From an optimization exercise on the open Yosys and OpenROAD flow, aimed at small area, a short achievable clock period and few clock cycles per item; shortcuts taken in it are not production practice.
RTL that was checked went through simulation tests only; none was proved equivalent to the original.
Only the layout flow was run in runs 1 and 6; the RTL was not checked for function there.
The clock port is modelled as an ideal driver; clocking choices that lean on that would not hold on a real chip.
No activity file was given, so power comes from the tool's default toggle rates.

==> flow/design.v (outline; a module is shown in full before it is edited, if it fits) <==
// module dot8: 3086 lines
// module systolic_mm_top: 86 lines
module systolic_mm_top (
    input  logic                  clk,
    input  logic                  rst,
    input  logic                  in_valid,
    input  logic [8-1:0] in_data,
    output logic                  out_valid,
    output logic [8-1:0] out_data,
    output logic                  busy,
    output logic                  done
);
  // ...
==> flow/flow/run.sh <==
#!/bin/bash
# Standard ORFS layout, except that synthesis skips the "abc -fast" pass of
# yosys synth's fine step (synth -noabc), so extract_fa sees the adder
# logic as written instead of after an ABC remap that flips polarities and
# leaves inverters around the full-adder cells. Everything else is the standard flow's
# standard.sh and synth_recipe.tcl unchanged.
set -euo pipefail
cd "$(dirname "$0")/.."
first='proc synth {args} { yosys synth -nofsm -noshare {*}$args }'
[[ "$(head -1 synth_recipe.tcl)" == "$first" ]] || { echo "unexpected synth_recipe.tcl" >&2; exit 1; }
{ echo 'proc synth {args} { yosys synth -nofsm -noshare -noabc {*}$args }'; tail -n +2 synth_recipe.tcl; } > noabc_synth.tcl
grep -q "SYNTH_SCRIPT=$PWD/synth_recipe.tcl" standard.sh || { echo "unexpected standard.sh" >&2; exit 1; }
sed "s#SYNTH_SCRIPT=$PWD/synth_recipe.tcl#SYNTH_SCRIPT=$PWD/noabc_synth.tcl#" standard.sh > noabc_standard.sh
bash noabc_standard.sh > layout.log 2>&1
==> flow/standard.sh <==
#!/bin/bash
# synth_recipe.tcl (not shown) runs the flow's synth.tcl, then flattens the netlist and writes it again
# the make line also repeats each setting of config.mk as NAME=value (left out here)
make -C /OpenROAD-flow-scripts/flow DESIGN_CONFIG=/design/flow/config.mk WORK_HOME=/design/flow/orfs CLKGATE_MAP_FILE= SYNTH_SCRIPT=/design/flow/synth_recipe.tcl "${@:-finish}"
==> flow/config.mk <==
export PLATFORM = sky130hd
export DESIGN_NAME = systolic_mm_top
export DESIGN_NICKNAME = systolic_mm_top
export VERILOG_FILES = /design/flow/design.v
export SDC_FILE = /design/flow/constraint.sdc
export NUM_CORES = 4
export LEC_CHECK = 0
export CAP_MARGIN = 20
export CORE_MARGIN = 2
export CORE_UTILIZATION = 70
export CTS_CLUSTER_DIAMETER = 60
export CTS_CLUSTER_SIZE = 34
export SETUP_SLACK_MARGIN = 3.7
export SLEW_MARGIN = 20
==> flow/constraint.sdc <==
create_clock -name core_clock -period 6.0 [get_ports {clk}]
set_input_delay 1.2000 -clock core_clock [delete_from_list [all_inputs] [get_ports {clk}]]
set_output_delay 1.2000 -clock core_clock [all_outputs]
set_load 0.01 [all_outputs]
==> results.yml, run 1 <==
placement:
  routabilityCongestion: 0.8768
sta:
  hold_violations: 0
  layout_min_cycle_time_ns: 2.318
  fin_crit_sh_pct: 38.63
  clock_skew_ns: 0.04590
yosys:
  synthAdderAreaFrac_pct: 15.66
  ys_seq_elements: 1355
  yosys.area_share.simple_pct: 4.652
  synth.top_cell.area_share_pct: 63.32
  synth.most_common_cell: "edfxtp_1"
  syn_avg_cell_area_um2: 19.33
  synth.distinct_cells: 39
  yosys_warnings: 3
  syn_inst: 2549
die:
  die_h_um: 269.3
setup_path:
  critical_path_class: "reg2out"
  r2r_cells: 9
  slowest_stage: "dfxtp_2"
  startpoint: "dot8_inst.lout"
  r2r_start: "dot8_inst.r8_r5_s352"
  rrSetupSlack_ns: 3.70
global_route:
  antenna_found_initial: 2
  grt_usage_pct: 27.18
cts:
  postCtsSetupRepairBufs: 13
finish:
  syn2layout_area_growth_pct: 9.479
  final_cells: 3632
  fin_nets: 3044
  finish.utilization_pct: 77.17
  design.seq.count: 1355
  final_common_cell: "edfxtp_1"
  drive_gt1_share_pct: 10.11
  multi_input_area_share_pct: 21.46
  buffers_excl_clock: 80
  seq_area_um2: 37580
  dominant_cells: "sequential cells"
detailed_routing:
  drc_errors: 0
run_status:
  status: "no timing/DRC/antenna violations"
power_and_ir_drop:
  power_frac_comb_pct: 33.3
  intPower_mw: 20.43
worst_hold_path:
  hold_class: "reg2reg"
  min_from: "dot8_inst.r5_r2_s150"
==> run 2, diff against run 1 <==
--- a/flow/design.v
+++ b/flow/design.v
@@ -3062,17 +3062,17 @@
     end
     logic [11:0] fr0;
     assign fr0 = {r8_s403, r8_s402, r8_s401, r8_s400, r8_s399, r8_s398, r8_s397, r8_r5_s351, r8_r5_s350, r8_r5_s349, r8_r5_s309, r8_r5_r2_s150};
     logic [11:0] fr1;
     assign fr1 = {r8_c394, r8_c392, r8_c390, r8_c388, r8_c386, r8_c384, r8_r5_c351, r8_r5_s352, r8_r5_c349, 1'b1, 1'b1, r8_r5_r2_pp7_0_0};
     logic [11:0] fr2;
     assign fr2 = {r8_c402, r8_c401, r8_c400, r8_c399, r8_c398, r8_c397, r8_r5_c352, r8_r5_c350, 1'b1, 1'b1, 1'b1, 1'b1};
     logic [11:0] fs;
-    assign fs = ~(fr0 + fr1 + fr2 + 12'd2);
+    assign fs = ~fr0 + ~fr1 + ~fr2;
     always_ff @(posedge clk) res <= {~fs[11], fs[10:4]};
     logic [2:0] vp;
     logic [2:0] lp;
     always_ff @(posedge clk or negedge rst) begin
         if (!rst) begin
             vp <= '0;
             lp <= '0;
         end else begin
==> results.yml, run 2 <==
run_status:
  status: "no timing/DRC/antenna violations"
finish:
  most-common-layout-cells: "1039 x edfxtp_1, 423 x nand2_1, 368 x fa_1"
  reg_top3: "bq (512), la (512)"
  fin_nets: 3005
  fin_area_um2: 53560
  syn2layout_area_growth_pct: 9.213
  final_common_cell: "edfxtp_1"
  antenna_cells: 0
  drive_gt1_share_pct: 8.848
sta:
  rsz0062_at_grt: "yes"
  layout_min_cycle_time_ns: 2.278
  finalMaxSlewViolations: 0
  finalSetupViolCount: 0
  fin_crit_sh_pct: 37.96
  worst_slew_pin_slew_ns: 0.7831
  timing.fmax_mhz: 439.0
  slew_headroom_pct: 47.79
  hold_violations: 0
  tns_ns: 0
  fin_ws_ns: 3.722
  clock_skew_ns: 0.03400
setup_path:
  critPathBufInv: 1
  r2r_start: "bq[507]"
  slowest_stage: "dfxtp_2"
  critPathTopFamily: "flip-flops"
  rrSetupSlack_ns: 3.73
  critical_path_class: "reg2out"
  crit_path_end: "done"
  critPathMaxStageDelay_ns: 0.34
  regToRegEndpoint: "dot8_inst.r2_s223"
  start_kind: "register"
  startpoint: "dot8_inst.lout"
  critPathCaptureType: "output port"
  r2r_cells: 3
  crit_cells: 1
  critPathRequiredTime_ns: 4.80
  path_cells: "buf_6"
  worstPathArrival_ns: 1.08
  path_max_fanout: 2
cts:
  cts_tree: "yes"
  cts_max_level: 3
  insertion_delay_ns: 0.65
  cts-root-buf: "clkbuf_16"
  cts.sinks: 1355
  clock_path_buffers: 3
  cts_hold_buf: 0
  cts_buffers: 70
  path_clk_slew_ns: 0.10
power_and_ir_drop:
  power.leakage_nw: 18.12
  totalPowerFinal_mw: 26.12
  seqPwrFrac_pct: 50.9
  power.share.clock_pct: 21.6
  power_frac_comb_pct: 27.5
  p_per_area_nw_per_um2: 487.8
  intPower_mw: 17.94
  switchingPower_mw: 8.188
  vdd_drop_max_mv: 0.4144
  netSwitchingFraction_pct: 31.34
yosys:
  synth.distinct_cells: 33
  synthTopCellsByCount: "1039 x edfxtp_1, 428 x nand2_1, 368 x fa_1, 306 x dfxtp_1, 76 x clkbuf_1"
  yosys_warnings: 3
  synth.largest_area_cell: "edfxtp_1"
  synth_nets: 2943
  synthFlopType: "edfxtp_1"
  synth.top_cell.area_share_pct: 63.62
  syn_avg_cell_area_um2: 19.26
  synth.most_common_cell: "edfxtp_1"
  async_reset_ff_share_pct: 0.7380
  ys_seq_elements: 1355
  synth.area.top_cells: "edfxtp_1 64%, fa_1 15%, dfxtp_1 12%"
  yosysSeqAreaShare_pct: 76.62
  syn_inst: 2546
  syn_area_um2: 49040
  synth_edf_count: 1039
die:
  die_h_um: 268.7
  fp-row-count: 97
  io-pin-count: 22
  initial_core_util_pct: 70.40
  fp.dieW_um: 268.7
  coreArea_um2: 69660
  dieArea_um2: 72190
placement:
  io_buffers: 21
  hpwl_mm: 59.91
  dp_slack_ns: 1.690
  dpl_cell_area_um2: 50340
  routabilityCongestion: 0.8496
flow_run:
  maxCapViolCount: 0
detailed_routing:
  totalWireLength_mm: 93.50
  wl_met3_mm: 5.443
  vias: 20570
  drc_errors: 0
  wl_per_cell_um: 26.00
  ant_nets: 0
  wl_met1_mm: 36.80
  wl_met2_mm: 47.47
  drtIter0Drc: 1746
  drt_pass1_iterations: 5
  via_per_inst: 5.720
  top_layer: "met5"
global_route:
  grt_usage_pct: 27.21
  antenna_found_initial: 2
  grt_pass1_vias: 21640
  grt_max_degree: 57
  grt_remaining_overflow: 0
  grt_pass1_wl_mm: 137.4
worst_hold_path:
  hold_class: "reg2reg"
-- run 2: changes by cell type in the layout (fill, tap and decap cells not counted), moves of 10 or more --
cell	change
inv_1	+10
buf_4	-15
ha_1	-11
buf_12	-10
-- run 2: cell families (layout without fill, tap and decap cells) --
family,after synthesis,in the layout,synth area share [%]
adder cells (fa/ha/maj),386,386,15.48
AND/OR/NAND/NOR,540,544,4.643
multiplexers,8,8,0.1837
XOR/XNOR,91,91,1.625
AO/OA/AOI/OAI,26,39,0.3521
flip-flops,1355,1355,76.62
buffers and inverters,140,233,1.092
-- run 2: worst min-delay path by stage --
stage                         startpoint                      end  cells past startpoint
detailed placement  dot8_inst.r5_r2_s150  dot8_inst.r8_r5_r2_s150                      0
global route           dot8_inst.r5_s349     dot8_inst.r8_r5_s349                      0
finish                 dot8_inst.r5_s349     dot8_inst.r8_r5_s349                      0
CTS                    dot8_inst.r5_s349     dot8_inst.r8_r5_s349                      0
floorplan           dot8_inst.r2_pp7_0_0  dot8_inst.r5_r2_pp7_0_0                      0
global placement    dot8_inst.r2_pp7_0_0  dot8_inst.r5_r2_pp7_0_0                      0
-- run 2: power by group through the flow --
| stage | sequential (mW) | clock, mW | combinational (mW) |
|---|---|---|---|
| after floorplan | 13.0 | 0 | 4.59 |
| after global placement | 13.4 | 0 | 6.49 |
| after detailed placement | 13.5 | 0 | 6.76 |
| after CTS | 13.3 | 5.72 | 7.03 |
| after global routing | 13.5 | 6.03 | 8.04 |
| final | 13.3 | 5.65 | 7.17 |
-- run 2: metal layers --
layer	vias up	track usage [%]
li1	8881	-
met1	10790	37.04
met2	733	45.54
met3	165	4.393
met4	2	9.925
met5	-	0
-- run 2: what timing repair did --
action                                  CTS  global route
endpoints found under the hold margin     0             0
setup buffers                            13             1
cloned                                   21             1
setup endpoints to repair              1067           347
pin swaps                                 6             6
resized for setup                        95            18
-- run 2: cell type report --
type / count / area, um2
flip-flops and latches: 1355 / 37590
fillers: 3888 / 16110
multi-input cells: 1068 / 11380
clock buffers: 72 / 1780
well taps: 940 / 1176
clock inverters: 48 / 714.4
repair buffers: 57 / 701.9
inverters: 56 / 214.0
-- run 2: per-stage QoR --
stage	instances	hold slack [ns]	utilization, %
after CTS	3594	0.3304	76.71
after detailed placement	3440	0.3121	72.26
after floorplan	2546	0.3096	-
after global routing	3596	0.3363	76.88
after global placement	3440	0.3112	72.26
final	3596	0.3313	76.88
Testbench counts of run 2, summed over its fixed seeds: cycles 24,072, jobs 128.
==> run 3, diff against run 2 <==
--- a/flow/config.mk
+++ b/flow/config.mk
@@ -11,3 +11,3 @@
 export CTS_CLUSTER_DIAMETER = 60
-export CTS_CLUSTER_SIZE = 34
+export CTS_CLUSTER_SIZE = 30
 export SETUP_SLACK_MARGIN = 3.7
==> results.yml, run 3 <==
detailed_routing:
  vias: 20940
  ant_nets: 0
  drt_pass1_iterations: 6
  wl_met2_mm: 49.54
  via_per_inst: 5.776
  drc_errors: 0
  totalWireLength_mm: 97.27
  wl_met1_mm: 37.13
  top_layer: "met4"
  wl_met3_mm: 6.339
  drtIter0Drc: 2065
  wl_per_cell_um: 26.83
finish:
  final_cells: 3625
  most-common-layout-cells: "1039 x edfxtp_1, 423 x nand2_1, 368 x fa_1"
  finish.utilization_pct: 77.30
  multi_input_area_um2: 11420
  fin_nets: 3025
  nFillCells: 3833
  final_common_cell: "edfxtp_1"
  drive_gt1_share_pct: 9.511
  reg_top3: "bq (512), la (512)"
  syn2layout_area_growth_pct: 9.807
  seq_area_um2: 37590
yosys:
  synthTopCellsByCount: "1039 x edfxtp_1, 428 x nand2_1, 368 x fa_1, 306 x dfxtp_1, 76 x clkbuf_1"
  synth_nets: 2943
  async_reset_ff_share_pct: 0.7380
  syn_area_um2: 49040
  synthFlopType: "edfxtp_1"
  synth.distinct_cells: 33
  synth_edf_count: 1039
  synth.largest_area_cell: "edfxtp_1"
  yosys_warnings: 3
  synth.top_cell.area_share_pct: 63.62
  synth.most_common_cell: "edfxtp_1"
  yosysSeqAreaShare_pct: 76.62
  ys_seq_elements: 1355
  syn_inst: 2546
  syn_avg_cell_area_um2: 19.26
  synth.area.top_cells: "edfxtp_1 64%, fa_1 15%, dfxtp_1 12%"
setup_path:
  worstPathArrival_ns: 1.10
  path_max_fanout: 2
  critPathBufInv: 1
  path_cells: "buf_6"
  start_kind: "register"
  critical_path_class: "reg2out"
  critPathMaxStageDelay_ns: 0.34
  critPathTopFamily: "flip-flops"
  slowest_stage: "dfxtp_2"
  critPathCaptureType: "output port"
  critPathRequiredTime_ns: 4.80
cts:
  cts_max_level: 3
  clock_path_buffers: 3
  cts-root-buf: "clkbuf_16"
  cts.sinks: 1355
  cts_hold_buf: 0
  path_clk_slew_ns: 0.10
  insertion_delay_ns: 0.67
  cts_tree: "yes"
  cts_buffers: 72
sta:
  rsz0062_at_grt: "yes"
  layout_min_cycle_time_ns: 2.305
  timing.fmax_mhz: 433.9
  worst_slew_pin_slew_ns: 0.8023
  finalMaxSlewViolations: 0
  slew_headroom_pct: 46.51
  hold_violations: 0
  finalSetupViolCount: 0
  clock_skew_ns: 0.03818
  fin_crit_sh_pct: 38.41
  tns_ns: 0
  whs_ns: 0.3320
run_status:
  status: "no timing/DRC/antenna violations"
power_and_ir_drop:
  vdd_drop_max_mv: 0.4054
  power.leakage_nw: 18.28
  p_per_area_nw_per_um2: 489.4
die:
  fp.dieW_um: 268.7
  die_h_um: 268.7
  initial_core_util_pct: 70.40
  dieArea_um2: 72190
  coreArea_um2: 69660
  fp-row-count: 97
  io-pin-count: 22
flow_run:
  maxCapViolCount: 0
global_route:
  grt_usage_pct: 27.37
  grt_pass1_wl_mm: 138.5
  grt_max_degree: 57
  antenna_found_initial: 1
  grt_pass1_vias: 21920
  grt_remaining_overflow: 0
placement:
  routabilityCongestion: 0.8496
  io_buffers: 21
  hpwl_mm: 59.91
  dp_cells: 3440
worst_hold_path:
  hold_class: "reg2reg"
[run 3: stage by stage]
| step | setup slack (ns) | instance area [um2] | power, mW |
|---|---|---|---|
| after floorplan | 2.138 | 49100 | 17.62 |
| after global placement | 1.810 | 50340 | 19.92 |
| after detailed placement | 1.690 | 50340 | 20.26 |
| after CTS | 3.669 | 53520 | 26.18 |
| after global routing | 3.649 | 53840 | 27.75 |
| final | 3.695 | 53850 | 26.35 |
[run 3: final timing paths]
kind                                    from              endpoint  slack (ns)  cells past startpoint
max                           dot8_inst.lout                  done        3.70                      1
min                        dot8_inst.r5_s349  dot8_inst.r8_r5_s349        0.33                      0
max reg2reg                          bq[506]     dot8_inst.r2_s223        3.74                      3
min reg2reg                dot8_inst.r5_s349  dot8_inst.r8_r5_s349        0.33                      0
max in group asynchronous                rst                    rm        4.74                      1
min in group asynchronous                rst                    bz        0.87                      1
[run 3: area by class of cell]
class                           instances  area share (%)
Sequential cell                      1355           69.80
Multi-Input combinational cell       1070           21.21
Clock buffer                           83           3.541
Tap cell                              940           2.184
Timing Repair Buffer                   73           1.661
Clock inverter                         44           1.183
Inverter                               56          0.3973
Antenna cell                            4         0.01859
[run 3: what timing repair did]
action,in CTS,in global routing
resized for setup,96,26
buffers inserted,14,14
setup endpoints to repair,1067,405
pin swaps,7,10
gates cloned,21,5
[run 3: power by group]
part           internal (mW)  switching (mW)  total, mW  leakage, nW
Clock                   2.56            3.25       5.80         1.23
Sequential              12.3            1.05       13.3         12.0
Combinational           3.28            3.95       7.23         5.03
Total                   18.1            8.25       26.4         18.3
[run 3: cells by family (layout without fill, tap and decap cells)]
logic type | Yosys count | count (layout) | synth area share [%]
and+or+nand+nor | 540 | 544 | 4.643
adders and majority gates | 386 | 386 | 15.48
muxes | 8 | 8 | 0.1837
buffers and inverters | 140 | 256 | 1.092
xor gates and xnor gates | 91 | 91 | 1.625
other | 0 | 4 | 0
AOI/OAI and AO/OA | 26 | 41 | 0.3521
DFF | 1355 | 1355 | 76.62
[run 3: metal layers]
layer / vias up / track usage, %
li1: 8935 / -
met1: 10940 / 36.85
met2: 870 / 45.96
met3: 196 / 4.329
met4: 0 / 10.66
met5: - / 0
==> run 4, diff against run 3 <==
==> flow/flow/run.sh (replaced) <==
#!/bin/bash
set -euo pipefail
cd "$(dirname "$0")/.."
first='proc synth {args} { yosys synth -nofsm -noshare {*}$args }'
[[ "$(head -1 synth_recipe.tcl)" == "$first" ]] || { echo "unexpected synth_recipe.tcl" >&2; exit 1; }
{ echo 'proc synth {args} { yosys synth -nofsm -noshare -noabc {*}$args }'; tail -n +2 synth_recipe.tcl; } > noabc_synth.tcl
sed "s#SYNTH_SCRIPT=$PWD/synth_recipe.tcl#SYNTH_SCRIPT=$PWD/noabc_synth.tcl#; s#^make #make CTS_ARGS='-sink_clustering_enable -repair_clock_nets -sink_clustering_size 34 -sink_clustering_max_diameter 60 -num_static_layers 1' #" standard.sh > noabc_standard.sh
bash noabc_standard.sh > layout.log 2>&1
--- a/flow/config.mk
+++ b/flow/config.mk
@@ -11,3 +11,3 @@
 export CTS_CLUSTER_DIAMETER = 60
-export CTS_CLUSTER_SIZE = 30
+export CTS_CLUSTER_SIZE = 34
 export SETUP_SLACK_MARGIN = 3.7
==> results.yml, run 4 <==
run_status:
  status: "no timing/DRC/antenna violations"
cts:
  cts_max_level: 3
  insertion_delay_ns: 0.65
  cts.sinks: 1355
  clock_path_buffers: 3
  cts_buffers: 70
  cts-root-buf: "clkbuf_16"
  cts_hold_buf: 0
  path_clk_slew_ns: 0.10
  cts_tree: "yes"
yosys:
  syn_area_um2: 49040
  synth.area.top_cells: "edfxtp_1 64%, fa_1 15%, dfxtp_1 12%"
  async_reset_ff_share_pct: 0.7380
  synth.largest_area_cell: "edfxtp_1"
  synthTopCellsByCount: "1039 x edfxtp_1, 428 x nand2_1, 368 x fa_1, 306 x dfxtp_1, 76 x clkbuf_1"
  synth.most_common_cell: "edfxtp_1"
  syn_inst: 2546
  yosys_warnings: 3
  ys_seq_elements: 1355
  syn_avg_cell_area_um2: 19.26
  synth.distinct_cells: 33
  synth_nets: 2943
  yosysSeqAreaShare_pct: 76.62
  synth.top_cell.area_share_pct: 63.62
  synthFlopType: "edfxtp_1"
  synth_edf_count: 1039
sta:
  timing.fmax_mhz: 435.1
  finalMaxSlewViolations: 0
  rsz0062_at_grt: "yes"
  tns_ns: 0
  worst_slew_pin_slew_ns: 0.7830
  clock_skew_ns: 0.03329
  fin_crit_sh_pct: 38.31
  slew_headroom_pct: 47.80
  hold_violations: 0
  layout_min_cycle_time_ns: 2.299
  finalSetupViolCount: 0
finish:
  final_common_cell: "edfxtp_1"
  syn2layout_area_growth_pct: 9.458
  nFillCells: 3886
  finish.utilization_pct: 77.05
  antenna_cells: 0
  most-common-layout-cells: "1039 x edfxtp_1, 423 x nand2_1, 368 x fa_1"
  fin_nets: 3007
  reg_top3: "bq (512), la (512)"
  drive_gt1_share_pct: 8.988
  final_cells: 3599
die:
  die_h_um: 268.7
  initial_core_util_pct: 70.40
  io-pin-count: 22
  dieArea_um2: 72190
  fp.dieW_um: 268.7
  coreArea_um2: 69660
  fp-row-count: 97
global_route:
  antenna_found_initial: 2
  grt_pass1_vias: 21490
  grt_pass1_wl_mm: 136.5
  grt_usage_pct: 27.09
  grt_remaining_overflow: 0
  grt_max_degree: 57
power_and_ir_drop:
  power_frac_comb_pct: 27.4
  p_per_area_nw_per_um2: 488.1
  vdd_drop_max_mv: 0.4009
  seqPwrFrac_pct: 50.8
  power.share.clock_pct: 21.8
  switchingPower_mw: 8.194
  totalPowerFinal_mw: 26.20
  intPower_mw: 18.01
  power.leakage_nw: 18.17
  netSwitchingFraction_pct: 31.27
detailed_routing:
  totalWireLength_mm: 93.90
  via_per_inst: 5.724
  drt_pass1_iterations: 8
  wl_per_cell_um: 26.09
  ant_nets: 0
  drc_errors: 0
  drtIter0Drc: 2014
  vias: 20600
worst_hold_path:
  hold_class: "reg2reg"
  hold_depth: 0
  min_from: "dot8_inst.r5_s349"
  min_to: "dot8_inst.r8_r5_s349"
placement:
  io_buffers: 21
  hpwl_mm: 59.91
  dp_cells: 3440
  routabilityCongestion: 0.8496
setup_path:
  critPathRequiredTime_ns: 6.53
  critical_path_class: "in2reg"
  path_max_fanout: 15
  regToRegEndpoint: "dot8_inst.r2_s150"
  rrSetupSlack_ns: 3.75
  slowest_stage: "or3_1"
  critPathMaxStageDelay_ns: 0.44
  worstPathArrival_ns: 2.83
  critPathCaptureType: "register"
  r2r_cells: 3
  r2r_start: "la[2][0]"
  path_cells: "clkdlybuf4s15_2 -> nand2_4 -> nand2_1 -> inv_1 -> ha_1 -> nand3_2 -> or3_1 -> o21a_1"
  start_kind: "input port"
flow_run:
  maxCapViolCount: 0
[run 4: power by group through the flow]
stage | Combinational [mW] | Clock [mW] | Sequential [mW]
6_report | 7.18 | 5.71 | 13.3
5_1_grt | 8.06 | 6.09 | 13.5
4_1_cts | 7.06 | 5.77 | 13.3
3_5_place_dp | 6.76 | 0 | 13.5
3_3_place_gp | 6.49 | 0 | 13.4
2_1_floorplan | 4.59 | 0 | 13.0
[run 4: worst max-delay path by stage]
stage                               from         to  slack, ns
after global placement          in_valid   la[7][1]       1.81
after floorplan                 in_valid      bq[0]       2.14
after detailed placement        in_valid  la[6][10]       1.69
final                           in_valid         ld       3.70
after global routing            in_valid         ld       3.63
after CTS                 dot8_inst.lout       done       3.68
[run 4: timing repair]
action / in CTS / in global routing
setup endpoints to repair: 1067 / 281
cloned: 19 / 3
setup buffers: 13 / 3
resized for setup: 97 / 19
pin swaps: 7 / 6
endpoints found under the hold margin: 0 / 0
[run 4: logic make-up (layout without fill, tap and decap cells)]
family          after synthesis  count (layout)  share of synthesized area [%]
flops                      1355            1355                          76.62
simple gates                540             544                          4.643
fa+ha+maj                   386             386                          15.48
buf+inv                     140             238                          1.092
xor+xnor                     91              91                          1.625
compound gates               26              37                         0.3521
mux                           8               8                         0.1837
[run 4: final cells by class]
class	count	area (um2)	area share, %
multi-input cells	1066	11350	21.14
well taps	940	1176	2.191
clock inverters	47	701.9	1.308
inverters	56	214.0	0.3986
repair buffers	61	818.3	1.524
flip-flops and latches	1355	37590	70.03
clock buffers	74	1831	3.410
[run 4: critical path: cells and delay by family]
| kind | cells | cell delay, ns |
|---|---|---|
| buffers and inverters | 2 | 0.36 |
| and+or+nand+nor | 4 | 0.96 |
| AOI/OAI and AO/OA | 1 | 0.12 |
| adders and majority gates | 1 | 0.19 |
[run 4: per-layer routing]
layer | track usage [%] | part of all wire, %
met1 | 36.64 | 39
met2 | 46.29 | 52
met3 | 4.146 | 5.7
met4 | 8.724 | 3.5
met5 | 0 | 0
[run 4: per-stage QoR]
| stage | instance area, um2 | worst slack [ns] | hold slack [ns] |
|---|---|---|---|
| 4_1_cts | 53480 | 3.684 | 0.3304 |
| 2_1_floorplan | 49100 | 2.138 | 0.3096 |
| 6_report | 53680 | 3.701 | 0.3311 |
| 5_1_grt | 53680 | 3.628 | 0.3363 |
| 3_5_place_dp | 50340 | 1.690 | 0.3121 |
| 3_3_place_gp | 50340 | 1.810 | 0.3112 |
==> run 5, diff against run 4 <==
==> flow/flow/run.sh (replaced) <==
#!/bin/bash
set -euo pipefail
cd "$(dirname "$0")/.."
first='proc synth {args} { yosys synth -nofsm -noshare {*}$args }'
[[ "$(head -1 synth_recipe.tcl)" == "$first" ]] || { echo "unexpected synth_recipe.tcl" >&2; exit 1; }
{ echo 'proc synth {args} { yosys synth -nofsm -noshare -noabc {*}$args }'; tail -n +2 synth_recipe.tcl; } > noabc_synth.tcl
sed "s#SYNTH_SCRIPT=$PWD/synth_recipe.tcl#SYNTH_SCRIPT=$PWD/noabc_synth.tcl#; s#^make #make CTS_ARGS='-sink_clustering_enable -repair_clock_nets -sink_clustering_size 34 -sink_clustering_max_diameter 60 -sink_clustering_levels 1' #" standard.sh > noabc_standard.sh
bash noabc_standard.sh > layout.log 2>&1
==> results.yml, run 5 <==
cts:
  cts_tree: "yes"
  cts_max_level: 3
  cts.sinks: 1355
  cts_hold_buf: 0
  cts-root-buf: "clkbuf_16"
  cts_buffers: 70
  path_clk_slew_ns: 0.10
  clock_path_buffers: 3
  insertion_delay_ns: 0.65
detailed_routing:
  vias: 20570
  drtIter0Drc: 1746
  drt_pass1_iterations: 5
  via_per_inst: 5.720
  drc_errors: 0
  ant_nets: 0
  wl_per_cell_um: 26.00
  totalWireLength_mm: 93.50
global_route:
  antenna_found_initial: 2
  grt_pass1_wl_mm: 137.4
  grt_remaining_overflow: 0
  grt_pass1_vias: 21640
  grt_max_degree: 57
  grt_usage_pct: 27.21
die:
  fp-row-count: 97
  initial_core_util_pct: 70.40
  fp.dieW_um: 268.7
  die_h_um: 268.7
  io-pin-count: 22
  coreArea_um2: 69660
  dieArea_um2: 72190
run_status:
  status: "no timing/DRC/antenna violations"
finish:
  syn2layout_area_growth_pct: 9.213
  drive_gt1_share_pct: 8.848
  nFillCells: 3888
  antenna_cells: 0
  final_cells: 3596
  reg_top3: "bq (512), la (512)"
  most-common-layout-cells: "1039 x edfxtp_1, 423 x nand2_1, 368 x fa_1"
  fin_nets: 3005
  final_common_cell: "edfxtp_1"
setup_path:
  critPathTopFamily: "flip-flops"
  start_kind: "register"
  path_cells: "buf_6"
  critPathRequiredTime_ns: 4.80
  worstPathArrival_ns: 1.08
  critical_path_class: "reg2out"
  critPathMaxStageDelay_ns: 0.34
  slowest_stage: "dfxtp_2"
  path_max_fanout: 2
  critPathBufInv: 1
  critPathCaptureType: "output port"
yosys:
  synth.most_common_cell: "edfxtp_1"
  ys_seq_elements: 1355
  yosys_warnings: 3
  yosys.area_share.simple_pct: 4.643
  syn_avg_cell_area_um2: 19.26
  synth_top_family_by_area: "adder cells"
  synth_nets: 2943
  syn_inst: 2546
  synth.distinct_cells: 33
  synthMuxAreaShare_pct: 0.1837
  synth_compound_area_share_pct: 0.3521
  synthAdderAreaFrac_pct: 15.48
  synth.area.top_cells: "edfxtp_1 64%, fa_1 15%, dfxtp_1 12%"
  synth.top_cell.area_share_pct: 63.62
  syn_area_um2: 49040
  async_reset_ff_share_pct: 0.7380
  synth-xor-area-share_pct: 1.625
  yosysSeqAreaShare_pct: 76.62
  synth.largest_area_cell: "edfxtp_1"
  synth_edf_count: 1039
  synthFlopType: "edfxtp_1"
  synthTopCellsByCount: "1039 x edfxtp_1, 428 x nand2_1, 368 x fa_1, 306 x dfxtp_1, 76 x clkbuf_1"
sta:
  fin_ws_ns: 3.722
  fin_crit_sh_pct: 37.96
  timing.fmax_mhz: 439.0
  tns_ns: 0
  worst_slew_pin_slew_ns: 0.7831
  finalMaxSlewViolations: 0
  hold_violations: 0
  clock_skew_ns: 0.03400
  rsz0062_at_grt: "yes"
  slew_headroom_pct: 47.79
  finalSetupViolCount: 0
  layout_min_cycle_time_ns: 2.278
flow_run:
  maxCapViolCount: 0
placement:
  routabilityCongestion: 0.8496
  dp_cells: 3440
  io_buffers: 21
  hpwl_mm: 59.91
  dp_slack_ns: 1.690
power_and_ir_drop:
  vdd_drop_max_mv: 0.4144
  p_per_area_nw_per_um2: 487.8
  power.leakage_nw: 18.12
worst_hold_path:
  hold_class: "reg2reg"
run 5: cell counts after synthesis:
Identical to the previous run, type by type.
run 5: per-stage QoR:
| step | util, % | hold slack [ns] | total power [mW] | cell area [um2] |
|---|---|---|---|---|
| 6_report | 76.88 | 0.3313 | 26.12 | 53560 |
| 2_1_floorplan | - | 0.3096 | 17.62 | 49100 |
| 3_5_place_dp | 72.26 | 0.3121 | 20.26 | 50340 |
| 5_1_grt | 76.88 | 0.3363 | 27.53 | 53560 |
| 4_1_cts | 76.71 | 0.3304 | 26.07 | 53440 |
| 3_3_place_gp | 72.26 | 0.3112 | 19.92 | 50340 |
run 5: layer usage:
metal	track usage [%]	up-vias	part of all wire, %
met3	4.393	165	5.8
met4	9.925	2	4.0
met2	45.54	733	51
met5	0	-	0.0075
li1	-	8881	-
met1	37.04	10790	39
run 5: final cells by class:
class | count | area [um2] | share of cell area, %
clock buffers | 72 | 1780 | 3.324
clock inverters | 48 | 714.4 | 1.334
inverters | 56 | 214.0 | 0.3995
multi-input cells | 1068 | 11380 | 21.25
flip-flops and latches | 1355 | 37590 | 70.18
well taps | 940 | 1176 | 2.196
repair buffers | 57 | 701.9 | 1.311
run 5: kinds of logic (layout without fill, tap and decap cells):
family	after synthesis	in the layout
mux	8	8
compound gates	26	39
simple gates	540	544
buf+inv	140	233
xor+xnor	91	91
fa+ha+maj	386	386
flops	1355	1355
run 5: final timing paths:
| path | end | depth (start not counted) | startpoint | slack (ns) |
|---|---|---|---|---|
| min reg2reg | dot8_inst.r8_r5_s349 | 0 | dot8_inst.r5_s349 | 0.33 |
| min in group asynchronous | bz | 1 | rst | 0.91 |
| min | dot8_inst.r8_r5_s349 | 0 | dot8_inst.r5_s349 | 0.33 |
| max | done | 1 | dot8_inst.lout | 3.72 |
| max reg2reg | dot8_inst.r2_s223 | 3 | bq[507] | 3.73 |
| max in group asynchronous | rm | 1 | rst | 4.71 |
run 5: where the power goes:
part / switching [mW] / total [mW] / internal (mW)
logic: 3.93 / 7.17 / 3.25
registers: 1.04 / 13.3 / 12.3
clock network: 3.22 / 5.65 / 2.43
total: 8.19 / 26.1 / 17.9
run 5: timing repair:
| item | 4_1_cts | 5_1_grt |
|---|---|---|
| cloned | 21 | 1 |
| endpoints found under the hold margin | 0 | 0 |
| buffers inserted | 13 | 1 |
| pin swaps | 6 | 6 |
| endpoints found under the setup margin | 1067 | 347 |
| resized for setup | 95 | 18 |
==> module systolic_mm_top, before the edit <==
module systolic_mm_top (
    input  logic                  clk,
    input  logic                  rst,
    input  logic                  in_valid,
    input  logic [8-1:0] in_data,
    output logic                  out_valid,
    output logic [8-1:0] out_data,
    output logic                  busy,
    output logic                  done
);
    logic       ld;        
    logic [6:0] icnt;      
    logic       bz;        
    logic       bz_nxt;
    logic       start;
    logic       acc;
    logic [6:0] idx;       
    assign start  = in_valid && (!bz || done);
    assign acc    = in_valid && (ld || start);
    assign idx    = start ? 7'd0 : icnt;
    assign bz_nxt = start || (bz && !done);
    logic [7:0] lh;
    logic [7:0] lcur;
    assign lcur = start ? 8'h01 : lh;
    logic       rm;
    logic [5:0] rc;
    logic       tvr;       
    logic       rm_nxt;
    assign rm_nxt = (acc && idx == 7'd127) || (rm && rc != 6'd56);
    always_ff @(posedge clk or negedge rst) begin
        if (!rst) begin
            ld   <= 1'b0;
            bz   <= 1'b0;
            rm   <= 1'b0;
            tvr  <= 1'b0;
        end else begin
            if (acc) begin
                ld <= (idx != 7'd127);
            end
            bz  <= bz_nxt;
            rm  <= rm_nxt;
            tvr <= acc && idx[6:3] == 4'hf && idx[2:0] != 3'd7;
        end
    end
    always_ff @(posedge clk) begin
        if (acc) begin
            icnt <= idx + 7'd1;
            lh   <= (idx[2:0] == 3'd7) ? lcur : {lcur[6:0], lcur[7]};
        end
        rc   <= rm ? rc + 6'd1 : 6'd0;
        busy <= rst && bz_nxt;   
    end
    logic [63:0]  la [8];   
    logic [511:0] bq;       
    logic [7:0]   aen;
    logic         ben;
    always_comb begin
        for (int m = 0; m < 8; m++) begin
            aen[m] = (acc && !idx[6] && lcur[m]) || (rm && rc[2:0] == 3'd0);
        end
    end
    assign ben = (acc && idx[6]) || rm;
    always_ff @(posedge clk) begin
        for (int m = 0; m < 8; m++) begin
            if (aen[m]) la[m] <= {in_data, la[m][63:8]};
        end
        if (ben) bq <= {(rm ? bq[7:0] : in_data), bq[511:8]};
    end
    logic [63:0] ta;
    logic [63:0] tb;
    for (genvar m = 0; m < 8; m++) begin : g_tap
        assign ta[8*m +: 8] = la[m][7:0];
        assign tb[8*m +: 8] = bq[8*(8*m+7) +: 8];
    end
    dot8 dot8_inst (
        .clk    (clk),
        .rst    (rst),
        .a      (ta),
        .b      (tb),
        .vin    (tvr || rm),
        .lin    (rm && rc == 6'd56),
        .res    (out_data),
        .vout   (out_valid),
        .lout   (done)
    );
endmodule
==> run 6, diff against run 5 <==
--- a/flow/design.v
+++ b/flow/design.v
@@ -3109,5 +3109,4 @@
     assign bz_nxt = start || (bz && !done);
-    logic [7:0] lh;
-    logic [7:0] lcur;
-    assign lcur = start ? 8'h01 : lh;
+    logic [2:0] lnxt;
+    assign lnxt = icnt[2:0] - icnt[5:3];
     logic       rm;
@@ -3135,3 +3134,2 @@
             icnt <= idx + 7'd1;
-            lh   <= (idx[2:0] == 3'd7) ? lcur : {lcur[6:0], lcur[7]};
         end
@@ -3144,8 +3142,18 @@
     logic         ben;
-    always_comb begin
-        for (int m = 0; m < 8; m++) begin
-            aen[m] = (acc && !idx[6] && lcur[m]) || (rm && rc[2:0] == 3'd0);
+    logic       idle;      
+    logic [7:0] a_ok;      
+    logic       b_ok;      
+    logic       adv;       
+    assign idle = !bz || done;
+    assign adv  = rm && rc[2:0] == 3'd0;
+    assign b_ok = ld && icnt[6];
+    for (genvar m = 0; m < 8; m++) begin : g_aen
+        if (m == 0) begin : g_0
+            assign a_ok[m] = idle || (ld && !icnt[6] && lnxt == 3'd0);
+        end else begin : g_m
+            assign a_ok[m] = ld && !icnt[6] && lnxt == 3'(m);
         end
+        assign aen[m] = (in_valid && a_ok[m]) || adv;
     end
-    assign ben = (acc && idx[6]) || rm;
+    assign ben = (in_valid && b_ok) || rm;
     always_ff @(posedge clk) begin
==> flow/flow/run.sh (replaced) <==
#!/bin/bash
# Standard ORFS layout, except that synthesis skips the "abc -fast" pass of
# yosys synth's fine step (synth -noabc), so extract_fa sees the adder
# logic as written instead of after an ABC remap that flips polarities and
# leaves inverters around the full-adder cells. Everything else is the standard flow's
# standard.sh and synth_recipe.tcl unchanged.
set -euo pipefail
cd "$(dirname "$0")/.."
first='proc synth {args} { yosys synth -nofsm -noshare {*}$args }'
[[ "$(head -1 synth_recipe.tcl)" == "$first" ]] || { echo "unexpected synth_recipe.tcl" >&2; exit 1; }
{ echo 'proc synth {args} { yosys synth -nofsm -noshare -noabc {*}$args }'; tail -n +2 synth_recipe.tcl; } > noabc_synth.tcl
grep -q "SYNTH_SCRIPT=$PWD/synth_recipe.tcl" standard.sh || { echo "unexpected standard.sh" >&2; exit 1; }
sed "s#SYNTH_SCRIPT=$PWD/synth_recipe.tcl#SYNTH_SCRIPT=$PWD/noabc_synth.tcl#" standard.sh > noabc_standard.sh
bash noabc_standard.sh > layout.log 2>&1
--- a/flow/config.mk
+++ b/flow/config.mk
@@ -11,3 +11,3 @@
 export CTS_CLUSTER_DIAMETER = 60
-export CTS_CLUSTER_SIZE = 34
+export CTS_CLUSTER_SIZE = 30
 export SETUP_SLACK_MARGIN = 3.7
==> results.yml, run 6 <==
yosys:
  ys_seq_elements: 1347
  async_reset_ff_share_pct: 0.7424
  synth.distinct_cells: 39
  synth_nets: 2922
  syn_avg_cell_area_um2: 19.36
  synth_top_family_by_area: "adder cells"
  synth_edf_count: 1031
  synthFlopType: "edfxtp_1"
  synth_compound_area_share_pct: 0.3125
  yosys_warnings: 3
  yosys.area_share.simple_pct: 4.534
  syn_area_um2: 48840
  synth-xor-area-share_pct: 1.727
  synth.area.top_cells: "edfxtp_1 63%, fa_1 15%, dfxtp_1 13%"
  synthTopCellsByCount: "1031 x edfxtp_1, 407 x nand2_1, 369 x fa_1, 306 x dfxtp_1, 73 x xnor2_1"
  synth.top_cell.area_share_pct: 63.39
  syn_inst: 2523
  yosysSeqAreaShare_pct: 76.44
  synthAdderAreaFrac_pct: 15.61
  synth.largest_area_cell: "edfxtp_1"
  synthMuxAreaShare_pct: 0.1844
  synth.most_common_cell: "edfxtp_1"
sta:
  worst_slew_pin_slew_ns: 0.9515
  finalSetupViolCount: 0
  timing.fmax_mhz: 381.5
  whs_ns: 0.3228
  layout_min_cycle_time_ns: 2.621
  fin_crit_sh_pct: 43.69
  rsz0062_at_grt: "yes"
  hold_violations: 0
  fin_ws_ns: 3.379
  slew_headroom_pct: 36.57
  finalMaxSlewViolations: 0
  tns_ns: 0
  clock_skew_ns: 0.05050
power_and_ir_drop:
  p_per_area_nw_per_um2: 282.3
  totalPowerFinal_mw: 15.49
  power.leakage_nw: 18.31
  vdd_drop_max_mv: 0.3092
global_route:
  antenna_found_initial: 2
  grt_max_degree: 86
  grt_pass1_wl_mm: 146.1
  grt_usage_pct: 29.05
  grt_pass1_vias: 22570
  grt_remaining_overflow: 0
detailed_routing:
  drtIter0Drc: 2368
  totalWireLength_mm: 107.4
  drt_pass1_iterations: 8
  ant_nets: 0
  wl_per_cell_um: 29.34
  via_per_inst: 6.010
  drc_errors: 0
  vias: 22000
cts:
  clock_path_buffers: 3
  cts_tree: "yes"
  cts_hold_buf: 0
  cts-root-buf: "clkbuf_16"
  insertion_delay_ns: 0.67
  cts_buffers: 67
  cts.sinks: 1347
  cts_max_level: 3
  path_clk_slew_ns: 0.11
placement:
  dpl_cell_area_um2: 50160
  hpwl_mm: 60.34
  dp_cells: 3413
  io_buffers: 21
  dp_slack_ns: 1.944
  routabilityCongestion: 0.8809
die:
  dieArea_um2: 71900
  io-pin-count: 22
  coreArea_um2: 68830
  fp.dieW_um: 268.1
  initial_core_util_pct: 70.96
  fp-row-count: 96
  die_h_um: 268.1
setup_path:
  critPathMaxStageDelay_ns: 0.98
  slowest_stage: "dfrtp_1"
  start_kind: "register"
  worstPathArrival_ns: 3.01
  path_max_fanout: 20
  path_cells: "nand3b_1 -> buf_4 -> buf_12 -> o211ai_1 -> buf_4 -> buf_6 -> buf_12"
  critPathRequiredTime_ns: 6.39
  critical_path_class: "reg2reg"
  critPathCaptureType: "register"
flow_run:
  maxCapViolCount: 0
finish:
  most-common-layout-cells: "1031 x edfxtp_1, 404 x nand2_1, 368 x fa_1"
  fin_nets: 3077
  final_common_cell: "edfxtp_1"
  syn2layout_area_growth_pct: 12.35
  reg_top3: "bq (512), la (512), dot8_inst.res (8)"
  finish.utilization_pct: 79.73
  final_cells: 3660
  fin_area_um2: 54870
  drive_gt1_share_pct: 11.73
run_status:
  status: "no timing/DRC/antenna violations"
worst_hold_path:
  hold_class: "reg2reg"
==> run 6: metal layers <==
| metal | share of wire [%] | track usage (%) | vias up | wire length [um] |
|---|---|---|---|---|
| met5 | 0.010 | 0 | - | 11 |
| met4 | 5.0 | 12.03 | 2 | 5389 |
| met3 | 7.3 | 4.472 | 269 | 7813 |
| met2 | 51 | 48.59 | 1188 | 54400 |
| met1 | 37 | 39.05 | 11550 | 39780 |
| li1 | - | - | 8989 | - |
==> run 6: final cells by class <==
cell class	instances	area (um2)
fill	3391	13950
inverter	58	217.7
multi-input combinational	1045	11320
antenna	2	5.005
tap	931	1165
timing repair buffer	159	2522
clock inverter	35	518.0
sequential	1347	37340
clock buffer	83	1783
==> run 6: kinds of logic after synthesis <==
logic type               count (synthesis)
adder cells (fa/ha/maj)                388
flip-flops                            1347
AND/OR/NAND/NOR                        520
buffers and inverters                  141
XOR/XNOR                                92
multiplexers                             8
AO/OA/AOI/OAI                           27
==> run 6: final timing paths <==
path / start / endpoint / slack, ns / depth (start not counted)
setup / recovery: rm / la[0][29] / 3.38 / 7
hold / removal: dot8_inst.r5_c350 / dot8_inst.r8_r5_c350 / 0.32 / 0
setup reg to reg: rm / la[0][29] / 3.38 / 7
hold reg to reg: dot8_inst.r5_c350 / dot8_inst.r8_r5_c350 / 0.32 / 0
max in group asynchronous: rst / tvr / 4.84 / 1
min in group asynchronous: rst / dot8_inst.lp[1] / 0.84 / 1
==> run 6: power breakdown <==
group	switching, mW	total [mW]	internal (mW)	leakage (nW)
Clock	3.19	5.57	2.38	1.11
Combinational	0.0192	0.0275	0.00828	5.63
Sequential	0.000278	9.89	9.89	11.6
Total	3.21	15.5	12.3	18.3
==> run 6: worst max-delay path, delay by kind of cell, from the launching register on <==
family                 cells  cell delay (ns)
AOI/OAI and AO/OA          1             0.12
buffers and inverters      5             0.99
DFF                        1             0.98
and+or+nand+nor            1             0.25
==> run 6: timing repair <==
item	4_1_cts	5_1_grt
buffers inserted	62	20
setup endpoints to repair	1043	882
hold endpoints to repair	0	0
pin swaps	19	10
resized for setup	126	49
gates cloned	25	20
==> run 7, diff against run 6 <==
--- a/flow/design.v
+++ b/flow/design.v
@@ -3109,4 +3109,5 @@
     assign bz_nxt = start || (bz && !done);
-    logic [2:0] lnxt;
-    assign lnxt = icnt[2:0] - icnt[5:3];
+    logic [7:0] lh;
+    logic [7:0] lcur;
+    assign lcur = start ? 8'h01 : lh;
     logic       rm;
@@ -3134,2 +3135,3 @@
             icnt <= idx + 7'd1;
+            lh   <= (idx[2:0] == 3'd7) ? lcur : {lcur[6:0], lcur[7]};
         end
@@ -3142,18 +3144,8 @@
     logic         ben;
-    logic       idle;      
-    logic [7:0] a_ok;      
-    logic       b_ok;      
-    logic       adv;       
-    assign idle = !bz || done;
-    assign adv  = rm && rc[2:0] == 3'd0;
-    assign b_ok = ld && icnt[6];
-    for (genvar m = 0; m < 8; m++) begin : g_aen
-        if (m == 0) begin : g_0
-            assign a_ok[m] = idle || (ld && !icnt[6] && lnxt == 3'd0);
-        end else begin : g_m
-            assign a_ok[m] = ld && !icnt[6] && lnxt == 3'(m);
+    always_comb begin
+        for (int m = 0; m < 8; m++) begin
+            aen[m] = (acc && !idx[6] && lcur[m]) || (rm && rc[2:0] == 3'd0);
         end
-        assign aen[m] = (in_valid && a_ok[m]) || adv;
     end
-    assign ben = (in_valid && b_ok) || rm;
+    assign ben = (acc && idx[6]) || rm;
     always_ff @(posedge clk) begin
--- a/flow/flow/run.sh
+++ b/flow/flow/run.sh
@@ -12,3 +12,3 @@
 grep -q "SYNTH_SCRIPT=$PWD/synth_recipe.tcl" standard.sh || { echo "unexpected standard.sh" >&2; exit 1; }
-sed "s#SYNTH_SCRIPT=$PWD/synth_recipe.tcl#SYNTH_SCRIPT=$PWD/noabc_synth.tcl#" standard.sh > noabc_standard.sh
+sed "s#SYNTH_SCRIPT=$PWD/synth_recipe.tcl#SYNTH_SCRIPT=$PWD/noabc_synth.tcl#; s#^make #make POST_CTS_TCL=$PWD/flow/clock_top.tcl #" standard.sh > noabc_standard.sh
 bash noabc_standard.sh > layout.log 2>&1
==> flow/flow/clock_top.tcl (new file) <==
# POST_CTS_TCL hook: flatten the top of the clock tree that clock_tree_synthesis
# built. Its leaf buffers (the ones driving flip-flops) are kept as they are;
# the root and branch buffers above them are replaced by four clkbuf_16 roots
# on the clock port, one per quadrant of the leaves, so every flip-flop sees
# two buffers (root, leaf) instead of three. Setup and hold are then repaired
# again as in the CTS step.
set block [ord::get_db_block]
set db [ord::get_db]
set clk_net [$block findNet clk]
set bufmaster [$db findMaster sky130_fd_sc_hd__clkbuf_16]

proc out_net {inst} {
  foreach it [$inst getITerms] {
    if {[$it isOutputSignal]} { return [$it getNet] }
  }
  return ""
}
proc is_clkbuf {inst} {
  return [string match "sky130_fd_sc_hd__clkbuf_*" [[$inst getMaster] getName]]
}

# walk the tree from the port
set internal {}
set leaves {}
set frontier [list $clk_net]
while {[llength $frontier]} {
  set net [lindex $frontier 0]
  set frontier [lrange $frontier 1 end]
  foreach it [$net getITerms] {
    if {[$it isOutputSignal]} continue
    set inst [$it getInst]
    if {![is_clkbuf $inst]} {
      error "clock_top: $net drives non-buffer [$inst getName] above the leaves"
    }
    set on [out_net $inst]
    set kids_buf 0
    set kids_other 0
    foreach it2 [$on getITerms] {
      if {[$it2 isOutputSignal]} continue
      if {[is_clkbuf [$it2 getInst]]} { incr kids_buf } else { incr kids_other }
    }
    if {$kids_other > 0 && $kids_buf > 0} {
      error "clock_top: [$inst getName] drives both buffers and sinks"
    }
    if {$kids_other > 0} {
      lappend leaves $inst
    } else {
      lappend internal $inst
      lappend frontier $on
    }
  }
}
puts "clock_top: [llength $leaves] leaf buffers, [llength $internal] buffers above them"

# quadrants by the medians of the leaf positions
set xs {}
set ys {}
foreach l $leaves {
  set bb [$l getBBox]
  lappend xs [expr {([$bb xMin] + [$bb xMax]) / 2}]
  lappend ys [expr {([$bb yMin] + [$bb yMax]) / 2}]
}
set mx [lindex [lsort -integer $xs] [expr {[llength $xs] / 2}]]
set my [lindex [lsort -integer $ys] [expr {[llength $ys] / 2}]]
array set grp {}
foreach l $leaves x $xs y $ys {
  set g [expr {($x >= $mx ? 1 : 0) + ($y >= $my ? 2 : 0)}]
  lappend grp($g) [list $l $x $y]
}

# remove the old upper tree
foreach inst $internal {
  set on [out_net $inst]
  foreach it [$inst getITerms] { $it disconnect }
  odb::dbInst_destroy $inst
  if {$on ne "" && $on ne $clk_net} { odb::dbNet_destroy $on }
}

# new roots
foreach g [lsort [array names grp]] {
  set sx 0
  set sy 0
  foreach e $grp($g) { incr sx [lindex $e 1]; incr sy [lindex $e 2] }
  set n [llength $grp($g)]
  set cx [expr {$sx / $n}]
  set cy [expr {$sy / $n}]
  set root [odb::dbInst_create $block $bufmaster "clkroot_${g}_clk"]
  $root setLocation [expr {$cx - [$bufmaster getWidth] / 2}] [expr {$cy - [$bufmaster getHeight] / 2}]
  $root setPlacementStatus PLACED
  set rnet [odb::dbNet_create $block "clknet_root_${g}_clk"]
  $rnet setSigType CLOCK
  [$root findITerm A] connect $clk_net
  [$root findITerm X] connect $rnet
  foreach e $grp($g) {
    set l [lindex $e 0]
    set ai [$l findITerm A]
    $ai disconnect
    $ai connect $rnet
  }
  puts "clock_top: root $g at ($cx, $cy) drives $n leaves"
}

detailed_placement
estimate_parasitics -placement
repair_timing_helper
detailed_placement
check_placement -verbose
estimate_parasitics -placement
report_clock_skew
report_worst_slack
==> results.yml, run 7 <==
yosys:
  syn_inst: 2546
  synth_nets: 2943
  syn_area_um2: 49040
  synth.area.top_cells: "edfxtp_1 64%, fa_1 15%, dfxtp_1 12%"
  synth.largest_area_cell: "edfxtp_1"
  syn_avg_cell_area_um2: 19.26
  synthTopCellsByCount: "1039 x edfxtp_1, 428 x nand2_1, 368 x fa_1, 306 x dfxtp_1, 76 x clkbuf_1"
  synth_edf_count: 1039
  yosys_warnings: 3
  synth.distinct_cells: 33
  async_reset_ff_share_pct: 0.7380
  ys_seq_elements: 1355
  synth.most_common_cell: "edfxtp_1"
  synthFlopType: "edfxtp_1"
  synth.top_cell.area_share_pct: 63.62
  yosysSeqAreaShare_pct: 76.62
placement:
  io_buffers: 21
  routabilityCongestion: 0.8496
  hpwl_mm: 59.91
  dp_cells: 3440
die:
  die_h_um: 268.7
  io-pin-count: 22
  fp-row-count: 97
  initial_core_util_pct: 70.40
  fp.dieW_um: 268.7
run_status:
  error: "Error: cts.tcl, 90 clock_top: clkbuf_3_6__f_clk drives both buffers and sinks"
  haltStage: "4_1_cts"
  status: "did not finish"
cts:
  cts.sinks: 1355
## run 7: power groups by stage
| stage | registers (mW) | logic [mW] | clock network [mW] |
|---|---|---|---|
| floorplan | 13.0 | 4.59 | 0 |
| global placement | 13.4 | 6.49 | 0 |
| detailed placement | 13.5 | 6.76 | 0 |
## run 7: per-stage QoR
step | area (um2) | setup slack (ns) | hold WS (ns)
floorplan | 49100 | 2.138 | 0.3096
global placement | 50340 | 1.810 | 0.3112
detailed placement | 50340 | 1.690 | 0.3121
## run 7: cells by family after synthesis
logic type	count (synthesis)	share of synthesized area, %
compound gates	26	0.3521
xor+xnor	91	1.625
fa+ha+maj	386	15.48
buf+inv	140	1.092
flops	1355	76.62
mux	8	0.1837
simple gates	540	4.643
## run 7: worst min-delay path by stage
stage,endpoint,slack [ns],cells after the start,start
after floorplan,dot8_inst.r5_r2_pp7_0_0,0.31,0,dot8_inst.r2_pp7_0_0
after global placement,dot8_inst.r5_r2_pp7_0_0,0.31,0,dot8_inst.r2_pp7_0_0
after detailed placement,dot8_inst.r8_r5_r2_s150,0.31,0,dot8_inst.r5_r2_s150
Testbench counts of run 7, summed over its fixed seeds: cycles 24,072, jobs 128.
==> run 8, diff against run 7 <==
--- a/flow/config.mk
+++ b/flow/config.mk
@@ -12,3 +12,3 @@
 export CTS_CLUSTER_SIZE = 30
-export SETUP_SLACK_MARGIN = 3.7
+export SETUP_SLACK_MARGIN = 3.9
 export SLEW_MARGIN = 20
==> results.yml, run 8 <==
yosys:
  syn_inst: 2546
  async_reset_ff_share_pct: 0.7380
  synth.distinct_cells: 33
  yosysSeqAreaShare_pct: 76.62
  syn_area_um2: 49040
  yosys_warnings: 3
  synth.area.top_cells: "edfxtp_1 64%, fa_1 15%, dfxtp_1 12%"
  ys_seq_elements: 1355
  synthFlopType: "edfxtp_1"
  synth.top_cell.area_share_pct: 63.62
  syn_avg_cell_area_um2: 19.26
  synth.largest_area_cell: "edfxtp_1"
  synth_edf_count: 1039
  synthTopCellsByCount: "1039 x edfxtp_1, 428 x nand2_1, 368 x fa_1, 306 x dfxtp_1, 76 x clkbuf_1"
  synth.most_common_cell: "edfxtp_1"
  synth_nets: 2943
die:
  initial_core_util_pct: 70.40
  fp-row-count: 97
  die_h_um: 268.7
  fp.dieW_um: 268.7
  io-pin-count: 22
run_status:
  error: "Error: cts.tcl, 90 clock_top: clkbuf_3_6__f_clk drives both buffers and sinks"
  status: "did not finish"
  haltStage: "4_1_cts"
placement:
  dp_slack_ns: 1.690
  dpl_cell_area_um2: 50340
  routabilityCongestion: 0.8496
  io_buffers: 21
  hpwl_mm: 59.91
cts:
  cts.sinks: 1355
==> run 8: logic make-up after synthesis <==
family | after synthesis | share of synthesized area, %
fa+ha+maj | 386 | 15.48
simple gates | 540 | 4.643
compound gates | 26 | 0.3521
flops | 1355 | 76.62
xor+xnor | 91 | 1.625
mux | 8 | 0.1837
buf+inv | 140 | 1.092
==> run 8: how the worst max path moves through the flow <==
stage	startpoint	endpoint	slack [ns]
2_1_floorplan	in_valid	bq[0]	2.14
3_5_place_dp	in_valid	la[6][10]	1.69
3_3_place_gp	in_valid	la[7][1]	1.81
==> run 8: power groups by stage <==
stage / Sequential, mW / Clock, mW / Combinational [mW]
2_1_floorplan: 13.0 / 0 / 4.59
3_3_place_gp: 13.4 / 0 / 6.49
3_5_place_dp: 13.5 / 0 / 6.76
==> run 8: per-stage QoR <==
step	std cells	hold slack (ns)	utilization, %	power, mW
after detailed placement	3440	0.3121	72.26	20.26
after global placement	3440	0.3112	72.26	19.92
after floorplan	2546	0.3096	-	17.62
==> run 9, diff against run 8 <==
--- a/flow/flow/clock_top.tcl
+++ b/flow/flow/clock_top.tcl
@@ -41,5 +41,4 @@
     }
-    if {$kids_other > 0 && $kids_buf > 0} {
-      error "clock_top: [$inst getName] drives both buffers and sinks"
-    }
+    # a buffer with any flip-flop load is a leaf; buffers below it are
+    # moved onto the new roots as well
     if {$kids_other > 0} {
@@ -48,2 +47,4 @@
       lappend internal $inst
+    }
+    if {$kids_buf > 0} {
       lappend frontier $on
--- a/flow/config.mk
+++ b/flow/config.mk
@@ -12,3 +12,3 @@
 export CTS_CLUSTER_SIZE = 30
-export SETUP_SLACK_MARGIN = 3.9
+export SETUP_SLACK_MARGIN = 3.7
 export SLEW_MARGIN = 20
==> results.yml, run 9 <==
yosys:
  syn_area_um2: 49040
  synth.most_common_cell: "edfxtp_1"
  synth_edf_count: 1039
  yosysSeqAreaShare_pct: 76.62
  syn_avg_cell_area_um2: 19.26
  synth_nets: 2943
  syn_inst: 2546
  async_reset_ff_share_pct: 0.7380
  synth.top_cell.area_share_pct: 63.62
  synthFlopType: "edfxtp_1"
  synthTopCellsByCount: "1039 x edfxtp_1, 428 x nand2_1, 368 x fa_1, 306 x dfxtp_1, 76 x clkbuf_1"
  synth.area.top_cells: "edfxtp_1 64%, fa_1 15%, dfxtp_1 12%"
  yosys_warnings: 3
  yosys.area_share.simple_pct: 4.643
  synth_compound_area_share_pct: 0.3521
  synth.largest_area_cell: "edfxtp_1"
  synth_top_family_by_area: "adder cells"
  synthMuxAreaShare_pct: 0.1837
  synthAdderAreaFrac_pct: 15.48
  synth-xor-area-share_pct: 1.625
  synth.distinct_cells: 33
  ys_seq_elements: 1355
cts:
  cts.sinks: 1355
placement:
  hpwl_mm: 59.91
  routabilityCongestion: 0.8496
  dp_slack_ns: 1.690
  io_buffers: 21
  dpl_cell_area_um2: 50340
  dp_cells: 3440
die:
  fp-row-count: 97
  die_h_um: 268.7
  fp.dieW_um: 268.7
  initial_core_util_pct: 70.40
  io-pin-count: 22
run_status:
  status: "did not finish"
  error: "Error: cts.tcl, 90 invalid command name \"NULL\""
  haltStage: "4_1_cts"
-- run 9: cell counts after synthesis --
Identical to the previous run, type by type.
-- run 9: cells by family after synthesis --
group                      count (synthesis)
buffers and inverters                    140
adders and majority gates                386
xor gates and xnor gates                  91
AOI/OAI and AO/OA                         26
muxes                                      8
DFF                                     1355
and+or+nand+nor                          540
-- run 9: worst min path at each step --
stage / start / depth (start not counted) / end
after floorplan: dot8_inst.r2_pp7_0_0 / 0 / dot8_inst.r5_r2_pp7_0_0
after global placement: dot8_inst.r2_pp7_0_0 / 0 / dot8_inst.r5_r2_pp7_0_0
after detailed placement: dot8_inst.r5_r2_s150 / 0 / dot8_inst.r8_r5_r2_s150
-- run 9: power by group through the flow --
stage               registers, mW  clock network (mW)  logic (mW)
floorplan                    13.0                   0        4.59
global placement             13.4                   0        6.49
detailed placement           13.5                   0        6.76
==> run 10, diff against run 9 <==
--- a/flow/config.mk
+++ b/flow/config.mk
@@ -12,3 +12,3 @@
 export CTS_CLUSTER_SIZE = 30
-export SETUP_SLACK_MARGIN = 3.7
+export SETUP_SLACK_MARGIN = 3.9
 export SLEW_MARGIN = 20
==> results.yml, run 10 <==
die:
  initial_core_util_pct: 70.40
  fp.dieW_um: 268.7
  fp-row-count: 97
  die_h_um: 268.7
  io-pin-count: 22
yosys:
  synthMuxAreaShare_pct: 0.1837
  syn_area_um2: 49040
  yosys.area_share.simple_pct: 4.643
  synth.largest_area_cell: "edfxtp_1"
  synth_nets: 2943
  synthTopCellsByCount: "1039 x edfxtp_1, 428 x nand2_1, 368 x fa_1, 306 x dfxtp_1, 76 x clkbuf_1"
  synth_edf_count: 1039
  yosysSeqAreaShare_pct: 76.62
  synth.area.top_cells: "edfxtp_1 64%, fa_1 15%, dfxtp_1 12%"
  synth.most_common_cell: "edfxtp_1"
  async_reset_ff_share_pct: 0.7380
  synthAdderAreaFrac_pct: 15.48
  synth.top_cell.area_share_pct: 63.62
  synthFlopType: "edfxtp_1"
  syn_inst: 2546
  synth.distinct_cells: 33
  syn_avg_cell_area_um2: 19.26
  ys_seq_elements: 1355
  synth_compound_area_share_pct: 0.3521
  synth-xor-area-share_pct: 1.625
  synth_top_family_by_area: "adder cells"
  yosys_warnings: 3
run_status:
  error: "Error: cts.tcl, 90 invalid command name \"NULL\""
  status: "did not finish"
  haltStage: "4_1_cts"
placement:
  hpwl_mm: 59.91
  io_buffers: 21
  routabilityCongestion: 0.8496
cts:
  cts.sinks: 1355
==> run 10: cell counts after synthesis <==
No cell type changed its count.
==> run 10: cells by family after synthesis <==
group,Yosys count
mux,8
buf+inv,140
simple gates,540
fa+ha+maj,386
compound gates,26
flops,1355
xor+xnor,91
==> run 10: per-stage QoR <==
step	setup slack (ns)	cells	cell area, um2	hold slack, ns	power, mW
after floorplan	2.138	2546	49100	0.3096	17.62
after detailed placement	1.690	3440	50340	0.3121	20.26
after global placement	1.810	3440	50340	0.3112	19.92
==> run 10: power by group through the flow <==
stage	Combinational, mW	Clock [mW]	Sequential [mW]
floorplan	4.59	0	13.0
global placement	6.49	0	13.4
detailed placement	6.76	0	13.5
==> run 10: worst min-delay path by stage <==
stage / to / slack [ns] / cells after the start
2_1_floorplan: dot8_inst.r5_r2_pp7_0_0 / 0.31 / 0
3_3_place_gp: dot8_inst.r5_r2_pp7_0_0 / 0.31 / 0
3_5_place_dp: dot8_inst.r8_r5_r2_s150 / 0.31 / 0
==> run 11, diff against run 10 <==
--- a/flow/flow/clock_top.tcl
+++ b/flow/flow/clock_top.tcl
@@ -13,3 +13,7 @@
   foreach it [$inst getITerms] {
-    if {[$it isOutputSignal]} { return [$it getNet] }
+    if {[$it isOutputSignal]} {
+      set n [$it getNet]
+      if {$n eq "NULL"} { return "" }
+      return $n
+    }
   }
@@ -31,8 +35,22 @@
     set inst [$it getInst]
+    set on [out_net $inst]
     if {![is_clkbuf $inst]} {
-      error "clock_top: $net drives non-buffer [$inst getName] above the leaves"
+      if {$on eq ""} {
+        # a dummy load that clock_tree_synthesis added for balance
+        lappend internal $inst
+        continue
+      }
+      if {$net eq $clk_net} {
+        error "clock_top: the clock port drives [$inst getName] directly"
+      }
+      # a sink on a leaf's net, which also drives buffers
+      continue
     }
-    set on [out_net $inst]
     set kids_buf 0
     set kids_other 0
+    if {$on eq ""} {
+      # a dummy load that clock_tree_synthesis added for balance
+      lappend internal $inst
+      continue
+    }
     foreach it2 [$on getITerms] {
@@ -74,3 +92,5 @@
   set on [out_net $inst]
-  foreach it [$inst getITerms] { $it disconnect }
+  foreach it [$inst getITerms] {
+    if {[$it getNet] ne "NULL"} { $it disconnect }
+  }
   odb::dbInst_destroy $inst
--- a/flow/config.mk
+++ b/flow/config.mk
@@ -12,3 +12,3 @@
 export CTS_CLUSTER_SIZE = 30
-export SETUP_SLACK_MARGIN = 3.9
+export SETUP_SLACK_MARGIN = 3.7
 export SLEW_MARGIN = 20
==> results.yml, run 11 <==
die:
  io-pin-count: 22
  dieArea_um2: 72190
  fp.dieW_um: 268.7
  coreArea_um2: 69660
  die_h_um: 268.7
  fp-row-count: 97
  initial_core_util_pct: 70.40
yosys:
  synth_edf_count: 1039
  synth_compound_area_share_pct: 0.3521
  async_reset_ff_share_pct: 0.7380
  synth.top_cell.area_share_pct: 63.62
  ys_seq_elements: 1355
  yosys.area_share.simple_pct: 4.643
  synth-xor-area-share_pct: 1.625
  syn_avg_cell_area_um2: 19.26
  synth.most_common_cell: "edfxtp_1"
  syn_area_um2: 49040
  synthAdderAreaFrac_pct: 15.48
  synth.area.top_cells: "edfxtp_1 64%, fa_1 15%, dfxtp_1 12%"
  yosysSeqAreaShare_pct: 76.62
  synth_top_family_by_area: "adder cells"
  synth.largest_area_cell: "edfxtp_1"
  synthTopCellsByCount: "1039 x edfxtp_1, 428 x nand2_1, 368 x fa_1, 306 x dfxtp_1, 76 x clkbuf_1"
  synth_nets: 2943
  synthFlopType: "edfxtp_1"
  yosys_warnings: 3
  synthMuxAreaShare_pct: 0.1837
  syn_inst: 2546
  synth.distinct_cells: 33
power_and_ir_drop:
  seqPwrFrac_pct: 50.9
  switchingPower_mw: 8.210
  vdd_drop_max_mv: 0.4184
  p_per_area_nw_per_um2: 484.2
  power_frac_comb_pct: 28.1
  power.share.clock_pct: 21.0
  totalPowerFinal_mw: 26.17
  intPower_mw: 17.96
  netSwitchingFraction_pct: 31.38
  power.leakage_nw: 18.37
cts:
  cts.sinks: 1355
  path_clk_slew_ns: 0.12
  cts_tree: "yes"
  insertion_delay_ns: 0.51
detailed_routing:
  totalWireLength_mm: 99.82
  drt_pass1_iterations: 6
  wl_per_cell_um: 27.46
  drtIter0Drc: 2130
  drc_errors: 0
  via_per_inst: 5.839
  ant_nets: 0
  vias: 21230
finish:
  reg_top3: "bq (512), la (512)"
  most-common-layout-cells: "1039 x edfxtp_1, 423 x nand2_1, 368 x fa_1"
  syn2layout_area_growth_pct: 10.19
  fin_nets: 3050
  finish.utilization_pct: 77.57
  final_common_cell: "edfxtp_1"
  drive_gt1_share_pct: 10.07
sta:
  slew_headroom_pct: 49.38
  rsz0062_at_grt: "yes"
  timing.fmax_mhz: 432.2
  finalSetupViolCount: 0
  tns_ns: 0
  clock_skew_ns: 0.05089
  layout_min_cycle_time_ns: 2.314
  fin_ws_ns: 3.686
  finalMaxSlewViolations: 0
  whs_ns: 0.3332
  fin_crit_sh_pct: 38.56
  hold_violations: 0
  worst_slew_pin_slew_ns: 0.7593
global_route:
  grt_pass1_wl_mm: 143.5
  antenna_found_initial: 1
  grt_max_degree: 56
  grt_pass1_vias: 22340
  grt_remaining_overflow: 0
  grt_usage_pct: 28.36
placement:
  io_buffers: 21
  dp_slack_ns: 1.690
  routabilityCongestion: 0.8496
  hpwl_mm: 59.91
setup_path:
  path_max_fanout: 19
  start_kind: "input port"
  worstPathArrival_ns: 2.53
  critPathRequiredTime_ns: 6.21
  critical_path_class: "in2reg"
  critPathCaptureType: "register"
run_status:
  status: "no timing/DRC/antenna violations"
flow_run:
  maxCapViolCount: 0
worst_hold_path:
  hold_class: "reg2reg"
-- run 11: cell counts after synthesis --
No cell type changed its count.
-- run 11: metrics by stage --
step / cells / instance area, um2
global route: 3633 / 54030
detailed placement: 3440 / 50340
floorplan: 2546 / 49100
finish: 3635 / 54040
global placement: 3440 / 50340
-- run 11: kinds of logic after synthesis --
group | Yosys count
simple gates | 540
compound gates | 26
flops | 1355
buf+inv | 140
xor+xnor | 91
mux | 8
fa+ha+maj | 386
-- run 11: area by class of cell, clock buffers not listed --
type | count | area, um2
flip-flops and latches | 1355 | 37580
fillers | 3822 | 15630
multi-input cells | 1078 | 11580
well taps | 940 | 1176
repair buffers | 92 | 1121
clock inverters | 41 | 603.1
inverters | 56 | 214.0
plain buffers | 4 | 100.1
diodes | 3 | 7.507
-- run 11: final timing paths --
check | startpoint | cells after the start | endpoint | slack [ns]
min in group asynchronous | rst | 1 | bz | 1.06
worst min register to register | dot8_inst.r5_r2_pp7_0_0 | 0 | dot8_inst.r8_r5_r2_pp7_0_0 | 0.33
worst min-delay path | dot8_inst.r5_r2_pp7_0_0 | 0 | dot8_inst.r8_r5_r2_pp7_0_0 | 0.33
max in group asynchronous | rst | 1 | rm | 4.55
worst max-delay path | in_valid | 7 | la[3][36] | 3.69
worst max register to register | bq[253] | 3 | dot8_inst.r2_s230 | 3.74
-- run 11: power by group through the flow --
stage,sequential [mW],combinational [mW],clock (mW)
floorplan,13.0,4.59,0
global placement,13.4,6.49,0
detailed placement,13.5,6.76,0
global route,13.5,8.20,5.85
finish,13.3,7.34,5.50
-- run 11: per-layer routing --
metal / part of all wire [%] / vias to the layer above / GRT usage (%)
met3: 5.9 / 181 / 3.562
met4: 3.8 / 0 / 9.865
met2: 52 / 848 / 48.99
met1: 38 / 11200 / 38.05
met5: 0 / - / 0
li1: - / 9000 / -
-- run 11: worst max-delay path, cell delays in order --
cell       delay, ns
clkbuf_4        0.17
and2_4          0.17
nor3_4          0.20
buf_12          0.16
buf_12          0.15
a21o_4          0.16
bufbuf_16       0.31
